From an optimization exercise on the open Yosys and OpenROAD flow, aimed at small area; shortcuts taken in it are not production practice. Function was checked by simulation only, so behaviour that the tests miss may differ from the original.

==> v20: inputs <==
==> flow/design.v <==
`default_nettype none
module button_conditioner #(
    parameter int DEBOUNCE_CYCLES = 4
) (
    input  logic       clk,
    input  logic       rst,
    input  logic [4:0] buttons,
    output logic [4:0] presses
);
    localparam int NUM_BUTTONS = 5;
    for (genvar i = 0; i < NUM_BUTTONS; i++) begin : g_btn
        button_debounce #(
            .DEBOUNCE_CYCLES(DEBOUNCE_CYCLES)
        ) debounce (
            .clk  (clk),
            .rst  (rst),
            .raw  (buttons[i]),
            .press(presses[i])
        );
    end
endmodule
module button_debounce #(
    parameter int DEBOUNCE_CYCLES = 4
) (
    input  logic clk,
    input  logic rst,
    input  logic raw,
    output logic press
);
    localparam int CNT_W = (DEBOUNCE_CYCLES > 1) ? $clog2(DEBOUNCE_CYCLES) : 1;
    logic             level;
    logic             level_q;
    logic [CNT_W-1:0] count;
    logic             differs;
    logic             done;
    logic [CNT_W-1:0] count_up;
    assign differs = raw ^ level;
    assign done    = (count == CNT_W'(DEBOUNCE_CYCLES - 1));
    always_comb begin
        logic carry;
        carry = 1'b1;
        for (int b = 0; b < CNT_W; b++) begin
            count_up[b] = count[b] ^ carry;
            carry       = carry & count[b];
        end
    end
    always_ff @(posedge clk) begin
        if (rst) begin
            level <= 1'b0;
            count <= '0;
        end else begin
            if (differs && done) begin
                level <= raw;
            end
            count <= (differs && !done) ? count_up : '0;
        end
    end
    always_ff @(posedge clk) begin
        level_q <= level;
    end
    always_ff @(posedge clk) begin
        if (rst) begin
            press <= 1'b0;
        end else begin
            press <= level & ~level_q;
        end
    end
endmodule
`default_nettype wire
`default_nettype none
module board_state (
    input  logic         clk,
    input  logic         rst,
    input  logic         mv_valid,
    input  logic [5:0]   mv_from,
    input  logic [5:0]   mv_to,
    input  logic [3:0]   mv_piece,
    output logic [255:0] board
);
    localparam logic [255:0] START_BOARD =
        256'h43265234111111110000000000000000000000000000000099999999cbaedabc;
    logic [7:0] to_row_n, to_col_n, fr_row, fr_col;
    always_comb begin
        for (int k = 0; k < 8; k++) begin
            to_row_n[k] = !((mv_valid && mv_to[5:3] == 3'(k)) || rst);
            to_col_n[k] = !((mv_to[2:0] == 3'(k)) || rst);
            fr_row[k] = mv_valid && mv_from[5:3] == 3'(k);
            fr_col[k] = mv_from[2:0] == 3'(k);
        end
    end
    logic [3:0] piece_set, piece_clr;
    assign piece_set = mv_piece | {4{rst}};
    assign piece_clr = mv_piece & {4{~rst}};
    for (genvar i = 0; i < 64; i++) begin : g_sq
        logic       load, hold;
        logic [3:0] data;
        square_ctl ctl (
            .to_row_n(to_row_n[i/8]),
            .to_col_n(to_col_n[i%8]),
            .fr_row(fr_row[i/8]),
            .fr_col(fr_col[i%8]),
            .load  (load),
            .hold  (hold)
        );
        for (genvar b = 0; b < 4; b++) begin : g_bit
            assign data[b] = START_BOARD[4*i+b] ? piece_set[b] : piece_clr[b];
        end
        board_square sq (
            .clk (clk),
            .load(load),
            .hold(hold),
            .data(data),
            .q   (board[4*i +: 4])
        );
    end
endmodule
`default_nettype wire
`default_nettype none
module board_square (
    input  logic       clk,
    input  logic       load,
    input  logic       hold,
    input  logic [3:0] data,
    output logic [3:0] q
);
    always_ff @(posedge clk) begin
        q <= ({4{load}} & data) | ({4{hold}} & q);
    end
endmodule
`default_nettype wire
`default_nettype none
module square_ctl (
    input  logic to_row_n,
    input  logic to_col_n,
    input  logic fr_row,
    input  logic fr_col,
    output logic load,
    output logic hold
);
    assign load = ~(to_row_n | to_col_n);
    nor_and hold_gate (
        .a(fr_row),
        .b(fr_col),
        .c(load),
        .y(hold)
    );
endmodule
module nor_and (
    input  logic a,
    input  logic b,
    input  logic c,
    output logic y
);
    assign y = ~((a & b) | c);
endmodule
`default_nettype wire
`default_nettype none
module move_controller (
    input  logic         clk,
    input  logic         rst,
    input  logic [4:0]   presses,
    input  logic [3:0]   under_cursor,
    output logic [5:0]   cursor,
    output logic [6:0]   selection,
    output logic         turn,
    output logic         mv_valid,
    output logic [5:0]   mv_from,
    output logic [5:0]   mv_to,
    output logic [2:0]   mv_kind
);
    localparam logic [5:0] CURSOR_START = 6'd52;
    logic       press_left, press_right, press_up, press_down, press_center;
    logic [2:0] row;
    logic [2:0] col;
    logic       cursor_owned;
    logic       sel_valid;
    logic [5:0] sel_addr;
    assign {press_left, press_right, press_up, press_down, press_center} = presses;
    assign row = cursor[5:3];
    assign col = cursor[2:0];
    assign cursor_owned = (under_cursor[2:0] != 3'd0) && (under_cursor[3] == turn);
    assign selection = {sel_valid, sel_addr & {6{sel_valid}}};
    assign mv_from   = sel_addr;
    logic left_go, right_go, up_go, down_go;
    assign left_go  = press_left;
    assign right_go = press_right & ~press_left;
    assign up_go    = press_up & ~press_left & ~press_right;
    assign down_go  = press_down & ~press_up & ~press_left & ~press_right;
    cursor_axis #(.START(CURSOR_START[2:0])) col_axis (
        .clk (clk),
        .rst (rst),
        .dec (left_go),
        .inc (right_go),
        .pos (cursor[2:0])
    );
    cursor_axis #(.START(CURSOR_START[5:3])) row_axis (
        .clk (clk),
        .rst (rst),
        .dec (up_go),
        .inc (down_go),
        .pos (cursor[5:3])
    );
    always_ff @(posedge clk) begin
        if (press_center && cursor_owned) begin
            sel_addr <= cursor;
            mv_kind  <= under_cursor[2:0];
        end
    end
    always_ff @(posedge clk) begin
        mv_to <= cursor;
    end
    always_ff @(posedge clk) begin
        if (rst) begin
            sel_valid <= 1'b0;
            turn      <= 1'b0;
            mv_valid  <= 1'b0;
        end else begin
            mv_valid <= 1'b0;
            if (press_center) begin
                if (!sel_valid) begin
                    if (cursor_owned) begin
                        sel_valid <= 1'b1;
                    end
                end else if (cursor == sel_addr) begin
                    sel_valid <= 1'b0;
                end else if (!cursor_owned) begin
                    mv_valid  <= 1'b1;
                    turn      <= ~turn;
                    sel_valid <= 1'b0;
                end
            end
        end
    end
endmodule
`default_nettype wire
`default_nettype none
module cursor_axis #(
    parameter logic [2:0] START = 3'd0
) (
    input  logic       clk,
    input  logic       rst,
    input  logic       dec,
    input  logic       inc,
    output logic [2:0] pos
);
    logic dn, up;
    logic [2:0] nxt;
    assign dn = dec & (pos != 3'd0);
    assign up = inc & (pos != 3'd7);
    assign nxt[0] = pos[0] ^ (dn | up);
    assign nxt[1] = pos[1] ^ (pos[0] ? up : dn);
    assign nxt[2] = (up & pos[0] & pos[1]) | (pos[2] & ~(dn & ~pos[0] & ~pos[1]));
    always_ff @(posedge clk) begin
        if (rst) begin
            pos <= START;
        end else begin
            pos <= nxt;
        end
    end
endmodule
`default_nettype wire
`default_nettype none
module chess_top #(
    parameter int DEBOUNCE_CYCLES = 4
) (
    input  logic         clk,
    input  logic         rst,
    input  logic [4:0]   buttons,
    output logic [255:0] board,
    output logic [5:0]   cursor,
    output logic [6:0]   selection,
    output logic         turn
);
    logic [4:0] presses;
    logic [3:0] under_cursor;
    logic       mv_valid;
    logic [5:0] mv_from, mv_to;
    logic [2:0] mv_kind;
    button_conditioner #(
        .DEBOUNCE_CYCLES(DEBOUNCE_CYCLES)
    ) button_conditioner_inst (
        .clk    (clk),
        .rst    (rst),
        .buttons(buttons),
        .presses(presses)
    );
    logic [7:0] cur_row, cur_col;
    logic [3:0] by_col [8];
    always_comb begin
        for (int k = 0; k < 8; k++) begin
            cur_row[k] = (cursor[5:3] == 3'(k));
            cur_col[k] = (cursor[2:0] == 3'(k));
        end
    end
    for (genvar b = 0; b < 4; b++) begin : g_uc
        for (genvar c = 0; c < 8; c++) begin : g_col
            logic [7:0] column;
            for (genvar r = 0; r < 8; r++) begin : g_row
                assign column[r] = board[4*(8*r+c)+b];
            end
            pick8 pick_row (
                .sel (cur_row),
                .d   (column),
                .y   (by_col[c][b])
            );
        end
        pick8 pick_col (
            .sel (cur_col),
            .d   ({by_col[7][b], by_col[6][b], by_col[5][b], by_col[4][b],
                   by_col[3][b], by_col[2][b], by_col[1][b], by_col[0][b]}),
            .y   (under_cursor[b])
        );
    end
    move_controller move_controller_inst (
        .clk         (clk),
        .rst         (rst),
        .presses     (presses),
        .under_cursor(under_cursor),
        .cursor      (cursor),
        .selection   (selection),
        .turn        (turn),
        .mv_valid    (mv_valid),
        .mv_from     (mv_from),
        .mv_to       (mv_to),
        .mv_kind     (mv_kind)
    );
    board_state board_state_inst (
        .clk     (clk),
        .rst     (rst),
        .mv_valid(mv_valid),
        .mv_from (mv_from),
        .mv_to   (mv_to),
        .mv_piece({~turn, mv_kind}),
        .board   (board)
    );
endmodule
`default_nettype wire
`default_nettype none
module pick8 (
    input  logic [7:0] sel,
    input  logic [7:0] d,
    output logic       y
);
    logic [2:0] part_n;
    aoi222 part0 (.a(sel[2:0]), .b(d[2:0]), .y(part_n[0]));
    aoi222 part1 (.a(sel[5:3]), .b(d[5:3]), .y(part_n[1]));
    aoi22  part2 (.a(sel[7:6]), .b(d[7:6]), .y(part_n[2]));
    assign y = ~&part_n;
endmodule
module aoi222 (
    input  logic [2:0] a,
    input  logic [2:0] b,
    output logic       y
);
    assign y = ~|(a & b);
endmodule
`default_nettype wire
`default_nettype none
module aoi22 (
    input  logic [1:0] a,
    input  logic [1:0] b,
    output logic       y
);
    assign y = ~|(a & b);
endmodule
`default_nettype wire
==> flow/flow/run.sh <==
#!/bin/bash
# The standard layout with three changes: every port is buffered by the
# smallest buffer, ABC maps for a light load (so it does not upsize gates
# that drive one or two pins), and the clock tree uses small sink clusters
# of clkbuf_4 without dummy loads.
set -euo pipefail
export BUFFER_PORTS_ARGS="-buffer_cell sky130_fd_sc_hd__buf_1"
export CTS_ARGS="-sink_clustering_enable -repair_clock_nets -dont_use_dummy_load -buf_list sky130_fd_sc_hd__clkbuf_4 -sink_clustering_size 8 -sink_clustering_max_diameter 40"
bash standard.sh ABC_LOAD_IN_FF=1 finish > standard.log 2>&1
==> flow/standard.sh <==
#!/bin/bash
# synth_recipe.tcl (not shown) runs the flow's synth.tcl, then flattens the netlist and writes it again
# the make line also repeats each setting of config.mk as NAME=value (left out here)
make -C /OpenROAD-flow-scripts/flow DESIGN_CONFIG=/design/flow/config.mk WORK_HOME=/design/flow/orfs CLKGATE_MAP_FILE= SYNTH_SCRIPT=/design/flow/synth_recipe.tcl "${@:-finish}"
==> flow/config.mk <==
export PLATFORM = sky130hd
export DESIGN_NAME = chess_top
export DESIGN_NICKNAME = chess_top
export VERILOG_FILES = /design/flow/design.v
export SDC_FILE = /design/flow/constraint.sdc
export NUM_CORES = 4
export LEC_CHECK = 0
export CAP_MARGIN = 0
export CORE_MARGIN = 2
export CORE_UTILIZATION = 40
export SLEW_MARGIN = 0
export SYNTH_HIERARCHICAL = 1
==> flow/constraint.sdc <==
create_clock -name core_clock -period 5.0 [get_ports {clk}]
set_input_delay 1.0000 -clock core_clock [delete_from_list [all_inputs] [get_ports {clk}]]
set_output_delay 1.0000 -clock core_clock [all_outputs]
set_load 0.01 [all_outputs]
==> v2 (differences from v20) <==
==> flow/design.v, changed modules only <==
module button_conditioner #(
    parameter int DEBOUNCE_CYCLES = 4
) (
    input  logic       clk,
    input  logic       rst,
    input  logic [4:0] buttons,
    output logic [4:0] presses
);
    localparam int NUM_BUTTONS = 5;
    localparam int CNT_W = (DEBOUNCE_CYCLES > 1) ? $clog2(DEBOUNCE_CYCLES) : 1;
    logic [NUM_BUTTONS-1:0]       level;
    logic [NUM_BUTTONS-1:0]       level_q;
    logic [NUM_BUTTONS*CNT_W-1:0] count;
    always_ff @(posedge clk) begin
        if (rst) begin
            level <= '0;
            count <= '0;
        end else begin
            for (int i = 0; i < NUM_BUTTONS; i++) begin
                if (buttons[i] == level[i]) begin
                    count[i*CNT_W +: CNT_W] <= '0;
                end else if (count[i*CNT_W +: CNT_W] == CNT_W'(DEBOUNCE_CYCLES - 1)) begin
                    level[i] <= buttons[i];
                    count[i*CNT_W +: CNT_W] <= '0;
                end else begin
                    count[i*CNT_W +: CNT_W] <= count[i*CNT_W +: CNT_W] + CNT_W'(1);
                end
            end
        end
    end
    always_ff @(posedge clk) begin
        if (rst) begin
            level_q <= '0;
            presses <= '0;
        end else begin
            level_q <= level;
            presses <= level & ~level_q;
        end
    end
endmodule
module board_state (
    input  logic         clk,
    input  logic         rst,
    input  logic         mv_valid,
    input  logic [5:0]   mv_from,
    input  logic [5:0]   mv_to,
    input  logic [3:0]   mv_piece,
    output logic [255:0] board
);
    localparam logic [255:0] START_BOARD =
        256'h43265234111111110000000000000000000000000000000099999999cbaedabc;
    logic [7:0] to_row, to_col, fr_row, fr_col;
    always_comb begin
        for (int k = 0; k < 8; k++) begin
            to_row[k] = (mv_valid && mv_to[5:3] == 3'(k)) || rst;
            to_col[k] = (mv_to[2:0] == 3'(k)) || rst;
            fr_row[k] = mv_valid && mv_from[5:3] == 3'(k);
            fr_col[k] = mv_from[2:0] == 3'(k);
        end
    end
    logic [3:0] piece_set, piece_clr;
    assign piece_set = mv_piece | {4{rst}};
    assign piece_clr = mv_piece & {4{~rst}};
    for (genvar i = 0; i < 64; i++) begin : g_sq
        logic       load, hold;
        logic [3:0] data;
        square_ctl ctl (
            .to_row(to_row[i/8]),
            .to_col(to_col[i%8]),
            .fr_row(fr_row[i/8]),
            .fr_col(fr_col[i%8]),
            .load  (load),
            .hold  (hold)
        );
        for (genvar b = 0; b < 4; b++) begin : g_bit
            assign data[b] = START_BOARD[4*i+b] ? piece_set[b] : piece_clr[b];
        end
        board_square sq (
            .clk (clk),
            .load(load),
            .hold(hold),
            .data(data),
            .q   (board[4*i +: 4])
        );
    end
endmodule
module square_ctl (
    input  logic to_row,
    input  logic to_col,
    input  logic fr_row,
    input  logic fr_col,
    output logic load,
    output logic hold
);
    assign load = to_row & to_col;
    nor_and hold_gate (
        .a(fr_row),
        .b(fr_col),
        .c(load),
        .y(hold)
    );
endmodule
module cursor_axis #(
    parameter logic [2:0] START = 3'd0
) (
    input  logic       clk,
    input  logic       rst,
    input  logic       dec,
    input  logic       inc,
    output logic [2:0] pos
);
    always_ff @(posedge clk) begin
        if (rst) begin
            pos <= START;
        end else if (dec && pos != 3'd0) begin
            pos <= pos - 3'd1;
        end else if (inc && pos != 3'd7) begin
            pos <= pos + 3'd1;
        end
    end
endmodule
// module button_debounce removed
==> flow/flow/run.sh (replaced) <==
#!/bin/bash
# The standard layout with three changes: every port is buffered by the
# smallest buffer, ABC maps for a light load (so it does not upsize gates
# that drive one or two pins), and the clock tree uses small sink clusters
# of clkbuf_8 without dummy loads.
set -euo pipefail
export BUFFER_PORTS_ARGS="-buffer_cell sky130_fd_sc_hd__buf_1"
export CTS_ARGS="-sink_clustering_enable -repair_clock_nets -dont_use_dummy_load -buf_list sky130_fd_sc_hd__clkbuf_8 -sink_clustering_size 12 -sink_clustering_max_diameter 60"
bash standard.sh ABC_LOAD_IN_FF=1 finish > standard.log 2>&1
Settings changed: CAP_MARGIN 0 to 20, SLEW_MARGIN 0 to 20.
==> qor summary <==
| metric | v20 | v2 |
|---|---|---|
| Number of global-route vias before repair | 10200 | 10300 |
| Post-Place Setup Slack | 1040 ps | 1070 ps |
| Status | finished clean | finished clean |
| Clk tree area frac | 0.0268 | 0.0296 |
| Data arrival time of the critical path | 4310 ps | 4240 ps |
| Violation count after the first detailed-routing iteration | 1698 | 1588 |
| Number of core rows | 61 | 62 |
| Initial standard-cell utilization of the core | 0.406 | 0.408 |
| Maximum number of pins on one net before global-route repair | 35 | 33 |
| Pre-antenna DRT Iters | 7 | 9 |
| Met3 track utilization from global routing | 0.0595 | 0.0478 |
| Count of non-CTS buffers in the layout | 303 | 307 |
| Reg-to-reg critical path startpoint | move_controller_inst.row_axis.pos[2] | move_controller_inst.row_axis.pos[2] |
| Met2 routed WL | 20100 um | 20300 um |
| Sequential area share after synthesis | 0.547 | 0.526 |
| Crit-path max cell delay | 690 ps | 750 ps |

port drivers added, routing unchanged:
The flow's constraints put no driver on any port. The routed layouts listed below were extracted and timed again, unchanged, in two steps.
Step 1 sets driving cells, clkbuf_16 on the clock port and buf_2 on the other inputs (assumed; they add their load-dependent delay and slew).
Step 2 adds t to the input delays and takes it off the output delays; t is the mean of the earliest and latest rising clock arrival at the registers after step 1. Input paths then give back, and output paths get back, about the clock's delay inside the block.
Slacks: ideal / step 1 / step 2; pairs: ideal / step 1.
run	t, ns	setup slack, ns	worst setup path at the end	pins driven straight from the clock port
v20	0.720	0.979 / 0.979 / 0.979	register to register	1
v2	0.619	0.951 / 0.951 / 0.951	register to register	1
After both steps every run listed still meets setup and hold.
